What follows belongs to an exercise in optimizing a design on an open flow for small area and a short achievable clock period; a production flow would make more cautious choices.
Power figures rest on the tool's default switching activity, not on a simulated workload.

==> flow/design.v <==
package robotSensorPkg;
	typedef struct packed {
		logic towerTurn;	 
		logic reserved;
		logic startIn;
		logic [5-1:0] limitSwitch;
		logic [1:0] odoDir;	 
		logic gripperDir;
		logic [1:0] rakeDir;	 
		logic [1:0] propDir;	 
		logic boardId;
	} statusWord_t;
	typedef union packed {
		logic [16-1:0] raw;
		statusWord_t status;
	} regWord_t;
	typedef enum logic [1:0] {
		beaconIdle,
		beaconReceiving,
		beaconGap	 
	} beaconState_t;
endpackage
`timescale 1ns/1ns
module encoderChannel #(
	parameter bit invertDir = 1'b0	 
) (
	input  logic clk,
	input  logic reset,
	input  logic encA,
	input  logic encB,
	input  logic clearCounts,
	output logic [16-1:0] countA,
	output logic [16-1:0] countB,
	output logic dirPositive
);
	logic [1:0] syncA;	 
	logic [1:0] syncB;
	logic prevA;
	logic prevB;
	logic riseA;
	logic riseB;
	always_ff @(posedge clk, posedge reset) begin
		if (reset) begin
			syncA <= '0;
			syncB <= '0;
			prevA <= 1'b0;
			prevB <= 1'b0;
		end else begin
			syncA <= {syncA[0], encA};
			syncB <= {syncB[0], encB};
			prevA <= syncA[1];
			prevB <= syncB[1];
		end
	end
	assign riseA = syncA[1] & ~prevA;
	assign riseB = syncB[1] & ~prevB;
	always_ff @(posedge clk, posedge reset) begin
		if (reset) begin
			countA <= '0;
			countB <= '0;
		end else if (clearCounts) begin
			countA <= 16'(riseA);
			countB <= 16'(riseB);
		end else begin
			countA <= countA + 16'(riseA);
			countB <= countB + 16'(riseB);
		end
	end
	always_ff @(posedge clk, posedge reset) begin
		if (reset) begin
			dirPositive <= 1'b0;
		end else if (riseA) begin
			dirPositive <= syncB[1] ^ invertDir;
		end
	end
endmodule
`timescale 1ns/1ns
module speedSampler #(
	parameter int unsigned windowCycles = 500000
) (
	input  logic clk,
	input  logic reset,
	input  logic [7-1:0][16-1:0] countA,
	input  logic [7-1:0][16-1:0] countB,
	input  logic towerTick,
	output logic clearCounts,
	output logic [7-1:0][16-1:0] axisSpeed,
	output logic [16-1:0] towerSpeed
);
	logic windowEnd;	 
	logic [16-1:0] towerCount;
	generate
		if (windowCycles == 500000) begin : genLfsr
			localparam logic [18:0] LAST_BUT_ONE = 19'h55a25;
			logic [18:0] winState;
			always_ff @(posedge clk, posedge reset) begin
				if (reset) begin
					winState <= '0;
					windowEnd <= 1'b0;
				end else begin
					winState <= windowEnd ? 19'd0 :
						{winState[17:0], ~(winState[18] ^ winState[17] ^ winState[16] ^ winState[13])};
					windowEnd <= (winState == LAST_BUT_ONE);
				end
			end
		end else begin : genBinary
			localparam int winWidth = (windowCycles > 1) ? $clog2(windowCycles) : 1;
			logic [winWidth-1:0] winCount;
			always_ff @(posedge clk, posedge reset) begin
				if (reset) begin
					winCount <= '0;
				end else if (winCount == winWidth'(windowCycles - 1)) begin
					winCount <= '0;
				end else begin
					winCount <= winCount + 1'b1;
				end
			end
			assign windowEnd = (winCount == winWidth'(windowCycles - 1));
		end
	endgenerate
	assign clearCounts = windowEnd;	 
	always_ff @(posedge clk, posedge reset) begin
		if (reset) begin
			towerCount <= '0;
		end else if (windowEnd) begin
			towerCount <= 16'(towerTick);
		end else begin
			towerCount <= towerCount + 16'(towerTick);
		end
	end
	always_ff @(posedge clk, posedge reset) begin
		if (reset) begin
			axisSpeed <= '0;
			towerSpeed <= '0;
		end else if (windowEnd) begin
			for (int i = 0; i < 7; i++) begin
				axisSpeed[i] <= 16'(({1'b0, countA[i]} + {1'b0, countB[i]}) >> 1);
			end
			towerSpeed <= towerCount;
		end
	end
endmodule
`timescale 1ns/1ns
module beaconDecoder #(
	parameter int unsigned glitchTicks = 20
) (
	input  logic clk,
	input  logic reset,
	input  logic towerA,
	input  logic laserSync,
	input  logic laserSign,
	output logic towerTick,
	output logic towerTurn,
	output logic [16-1:0] beaconStart,
	output logic [16-1:0] beaconEnd
);
	localparam int tickWidth = (glitchTicks > 0) ? $clog2(glitchTicks + 1) : 1;
	logic [1:0] syncTower;
	logic [1:0] syncPulse;
	logic [1:0] syncSign;
	logic towerPrev;
	logic pulsePrev;
	logic turnEdge;	 
	logic signHigh;
	logic [16-1:0] angle;
	robotSensorPkg::beaconState_t state;
	logic [tickWidth-1:0] gapTicks;
	logic [16-1:0] pendingStart;
	logic [16-1:0] pendingEnd;
	logic captureStart;
	logic captureEnd;
	logic holdExpired;
	always_ff @(posedge clk, posedge reset) begin
		if (reset) begin
			syncTower <= '0;
			syncPulse <= '0;
			syncSign <= '0;
			towerPrev <= 1'b0;
			pulsePrev <= 1'b0;
		end else begin
			syncTower <= {syncTower[0], towerA};
			syncPulse <= {syncPulse[0], laserSync};
			syncSign <= {syncSign[0], laserSign};
			towerPrev <= syncTower[1];
			pulsePrev <= syncPulse[1];
		end
	end
	assign towerTick = syncTower[1] & ~towerPrev;
	assign turnEdge = syncPulse[1] & ~pulsePrev;
	assign signHigh = syncSign[1];
	always_ff @(posedge clk, posedge reset) begin
		if (reset) begin
			angle <= '0;
			towerTurn <= 1'b0;
		end else if (turnEdge) begin
			angle <= '0;
			towerTurn <= ~towerTurn;
		end else begin
			angle <= angle + 16'(towerTick);
		end
	end
	assign captureStart = (state == robotSensorPkg::beaconIdle) & signHigh;
	assign captureEnd = (state == robotSensorPkg::beaconReceiving) & ~signHigh;
	assign holdExpired = (state == robotSensorPkg::beaconGap) & (gapTicks == tickWidth'(glitchTicks));
	always_ff @(posedge clk, posedge reset) begin
		if (reset) begin
			state <= robotSensorPkg::beaconIdle;
			gapTicks <= '0;
			beaconStart <= '0;
			beaconEnd <= '0;
		end else begin
			case (state)
				robotSensorPkg::beaconIdle: begin
					if (captureStart) begin
						state <= robotSensorPkg::beaconReceiving;
					end
				end
				robotSensorPkg::beaconReceiving: begin
					if (captureEnd) begin
						state <= robotSensorPkg::beaconGap;
						gapTicks <= '0;
					end
				end
				robotSensorPkg::beaconGap: begin
					if (holdExpired) begin
						state <= robotSensorPkg::beaconIdle;
						beaconStart <= pendingStart;
						beaconEnd <= pendingEnd;
					end else if (signHigh) begin
						state <= robotSensorPkg::beaconReceiving;	 
					end else if (towerTick) begin
						gapTicks <= gapTicks + 1'b1;
					end
				end
				default: state <= robotSensorPkg::beaconIdle;
			endcase
		end
	end
	always_ff @(posedge clk) begin
		if (captureStart) begin
			pendingStart <= angle;
		end
		if (captureEnd) begin
			pendingEnd <= angle;	 
		end
	end
endmodule
`timescale 1ns/1ns
module wbRegisterFile (
	input  logic clk,
	input  logic reset,
	input  logic wbCyc,
	input  logic wbStb,
	input  logic wbWe,
	input  logic [4-1:0] wbAdr,
	input  logic [16-1:0] wbDatIn,
	output logic [16-1:0] wbDatOut,
	output logic wbAck,
	input  logic [7-1:0][16-1:0] axisSpeed,
	input  logic [7-1:0] axisDir,
	input  logic [16-1:0] towerSpeed,
	input  logic [16-1:0] beaconStart,
	input  logic [16-1:0] beaconEnd,
	input  logic towerTurn,
	input  logic [5-1:0] limitSwitch,
	input  logic startIn,
	input  logic boardId,
	input  logic [1:0] key,
	output logic [1:0] irqN
);
	localparam int syncWidth = 5 + 4;
	logic [syncWidth-1:0] syncStage;
	logic [syncWidth-1:0] syncOut;
	logic [5-1:0] switchSync;
	logic startSync;
	logic idSync;
	logic [1:0] keySync;
	logic [16-1:0] configReg;	 
	logic [16-1:0] configNext;
	logic [16-1:0] statusWord;
	logic [16-1:0] readData;
	logic request;
	always_ff @(posedge clk, posedge reset) begin
		if (reset) begin
			syncStage <= '0;
			syncOut <= '0;
		end else begin
			syncStage <= {key, boardId, startIn, limitSwitch};
			syncOut <= syncStage;
		end
	end
	assign {keySync, idSync, startSync, switchSync} = syncOut;
	assign statusWord = {towerTurn, 1'b0, startSync, switchSync,
		axisDir[3], axisDir[2], axisDir[4],
		axisDir[6], axisDir[5],
		axisDir[1], axisDir[0], idSync};
	assign request = wbCyc & wbStb & ~wbAck;	 
	always_comb begin
		case (wbAdr)
			4'd0: readData = statusWord;
			4'd1: readData = axisSpeed[0];
			4'd2: readData = axisSpeed[1];
			4'd3: readData = axisSpeed[2];
			4'd4: readData = axisSpeed[3];
			4'd5: readData = axisSpeed[4];
			4'd6: readData = axisSpeed[5];
			4'd7: readData = axisSpeed[6];
			4'd8: readData = towerSpeed;
			4'd9: readData = beaconStart;
			4'd10: readData = beaconEnd;
			4'd11: readData = configReg;
			default: readData = '0;	 
		endcase
	end
	assign configNext = (request && wbWe && (wbAdr == 4'(11))) ? wbDatIn : configReg;
	always_ff @(posedge clk, posedge reset) begin
		if (reset) begin
			wbAck <= 1'b0;
			configReg <= '0;
			irqN <= 2'b11;
		end else begin
			wbAck <= request;
			configReg <= configNext;	 
			irqN <= syncStage[syncWidth-1 -: 2] | ~configNext[1:0];
		end
	end
	always_ff @(posedge clk) begin
		wbDatOut <= readData;
	end
endmodule
`timescale 1ns/1ns
module robotSensorTop #(
	parameter int unsigned windowCycles = 500000,
	parameter int unsigned glitchTicks = 20
) (
	input  logic clk,
	input  logic reset,
	input  logic [7-1:0] encA,
	input  logic [7-1:0] encB,
	input  logic towerA,
	input  logic laserSync,
	input  logic laserSign,
	input  logic [5-1:0] limitSwitch,
	input  logic startIn,
	input  logic boardId,
	input  logic [1:0] key,
	input  logic wbCyc,
	input  logic wbStb,
	input  logic wbWe,
	input  logic [4-1:0] wbAdr,
	input  logic [16-1:0] wbDatIn,
	output logic [16-1:0] wbDatOut,
	output logic wbAck,
	output logic [1:0] irqN
);
	localparam logic [7-1:0] invertMask = 7'b0000110;
	logic [7-1:0][16-1:0] countA;
	logic [7-1:0][16-1:0] countB;
	logic [7-1:0][16-1:0] axisSpeed;
	logic [7-1:0] axisDir;
	logic clearCounts;
	logic towerTick;
	logic towerTurn;
	logic [16-1:0] towerSpeed;
	logic [16-1:0] beaconStart;
	logic [16-1:0] beaconEnd;
	for (genvar g = 0; g < 7; g++) begin : genAxis
		encoderChannel #(.invertDir(invertMask[g])) i_encoder (
			.clk(clk),
			.reset(reset),
			.encA(encA[g]),
			.encB(encB[g]),
			.clearCounts(clearCounts),
			.countA(countA[g]),
			.countB(countB[g]),
			.dirPositive(axisDir[g])
		);
	end
	speedSampler #(.windowCycles(windowCycles)) i_speedSampler (
		.clk(clk),
		.reset(reset),
		.countA(countA),
		.countB(countB),
		.towerTick(towerTick),
		.clearCounts(clearCounts),
		.axisSpeed(axisSpeed),
		.towerSpeed(towerSpeed)
	);
	beaconDecoder #(.glitchTicks(glitchTicks)) i_beaconDecoder (
		.clk(clk),
		.reset(reset),
		.towerA(towerA),
		.laserSync(laserSync),
		.laserSign(laserSign),
		.towerTick(towerTick),
		.towerTurn(towerTurn),
		.beaconStart(beaconStart),
		.beaconEnd(beaconEnd)
	);
	wbRegisterFile i_registerFile (
		.clk(clk),
		.reset(reset),
		.wbCyc(wbCyc),
		.wbStb(wbStb),
		.wbWe(wbWe),
		.wbAdr(wbAdr),
		.wbDatIn(wbDatIn),
		.wbDatOut(wbDatOut),
		.wbAck(wbAck),
		.axisSpeed(axisSpeed),
		.axisDir(axisDir),
		.towerSpeed(towerSpeed),
		.beaconStart(beaconStart),
		.beaconEnd(beaconEnd),
		.towerTurn(towerTurn),
		.limitSwitch(limitSwitch),
		.startIn(startIn),
		.boardId(boardId),
		.key(key),
		.irqN(irqN)
	);
endmodule
Settings: LEC_CHECK=0, CAP_MARGIN=20, CORE_MARGIN=2, CORE_UTILIZATION=40, SETUP_SLACK_MARGIN=2.0, SLEW_MARGIN=20; clock period 4.0 ns.
run.sh (not shown) runs the stock make flow with config.mk's settings and CLKGATE_MAP_FILE= SYNTH_SCRIPT=/design/flow/synth_recipe.tcl, a recipe that flattens the netlist after the stock synthesis.
Next try:
--- a/flow/design.v
+++ b/flow/design.v
@@ -128,13 +128,38 @@
 			towerCount <= towerCount + 16'(towerTick);
 		end
 	end
+	function automatic logic [16-1:0] halfSum(input logic [16-1:0] x, input logic [16-1:0] y);
+		logic [16-1:0] g;
+		logic [16-1:0] p;
+		logic [16-1:0] gNext;
+		logic [16-1:0] pNext;
+		g = x & y;
+		p = x ^ y;
+		for (int d = 1; d < 16; d = d * 2) begin
+			gNext = g;
+			pNext = p;
+			for (int b = d; b < 16; b++) begin
+				gNext[b] = g[b] | (p[b] & g[b - d]);
+				pNext[b] = p[b] & p[b - d];
+			end
+			g = gNext;
+			p = pNext;
+		end
+		halfSum = {g[16-1], (x[16-1:1] ^ y[16-1:1]) ^ g[16-2:0]};
+	endfunction
+	logic [7-1:0][16-1:0] pairHalf;
+	always_comb begin
+		for (int i = 0; i < 7; i++) begin
+			pairHalf[i] = halfSum(countA[i], countB[i]);
+		end
+	end
 	always_ff @(posedge clk, posedge reset) begin
 		if (reset) begin
 			axisSpeed <= '0;
 			towerSpeed <= '0;
 		end else if (windowEnd) begin
 			for (int i = 0; i < 7; i++) begin
-				axisSpeed[i] <= 16'(({1'b0, countA[i]} + {1'b0, countB[i]}) >> 1);
+				axisSpeed[i] <= pairHalf[i];
 			end
 			towerSpeed <= towerCount;
 		end
Effect: The new run finished with timing, DRC and antenna clean; count of clock-buffer cells in the layout decreases by 1; global-route usage came out lower by 0.75 points; final cell count went down by 1.9%; wire length shrinks by 5.2%; critical path depth does not change; sequential cell count is unchanged; cell area shrinks by 2.5%; fmax grows by 2.5%; setup slack improves by 56 ps; worst hold slack barely changes; clock power went down by 6.8%; synthesized area went down by 1.4%; via count fell by 2.5%; power went down by 3.4%.
No run of this note included a check of the RTL's function; only the layout flow was run.

afterwards: timing with drivers on the ports:
The flow's constraints put no driver on any port. The routed layouts listed below were extracted and timed again, unchanged, in two steps. Step 1 assumes that a clkbuf_16 drives the clock port and a buf_2 every other input. Step 2 times the ports against the registers' clock, not the clock port: input delays grow and output delays shrink by t, the midpoint of the rising clock arrivals with the driver on. a / b / c = no drivers / after step 1 / after step 2; a / b = the first two.
run | shift t [ns] | setup slack, ns | worst hold slack (ns) | latest minus earliest clock arrival (ns) | pins driven straight from the clock port
the first run | 0.660 | 1.666 / 1.666 / 1.314 | 0.342 / 0.342 / 0.342 | 0.025 / 0.026 | 1
the second run | 0.664 | 1.723 / 1.723 / 1.406 | 0.345 / 0.345 / 0.345 | 0.020 / 0.020 | 1
After both steps every run listed still meets setup and hold. For the first run, which loses most, drivers alone change the setup slack by 0.000 ns; drivers and shift together by -0.352 ns.
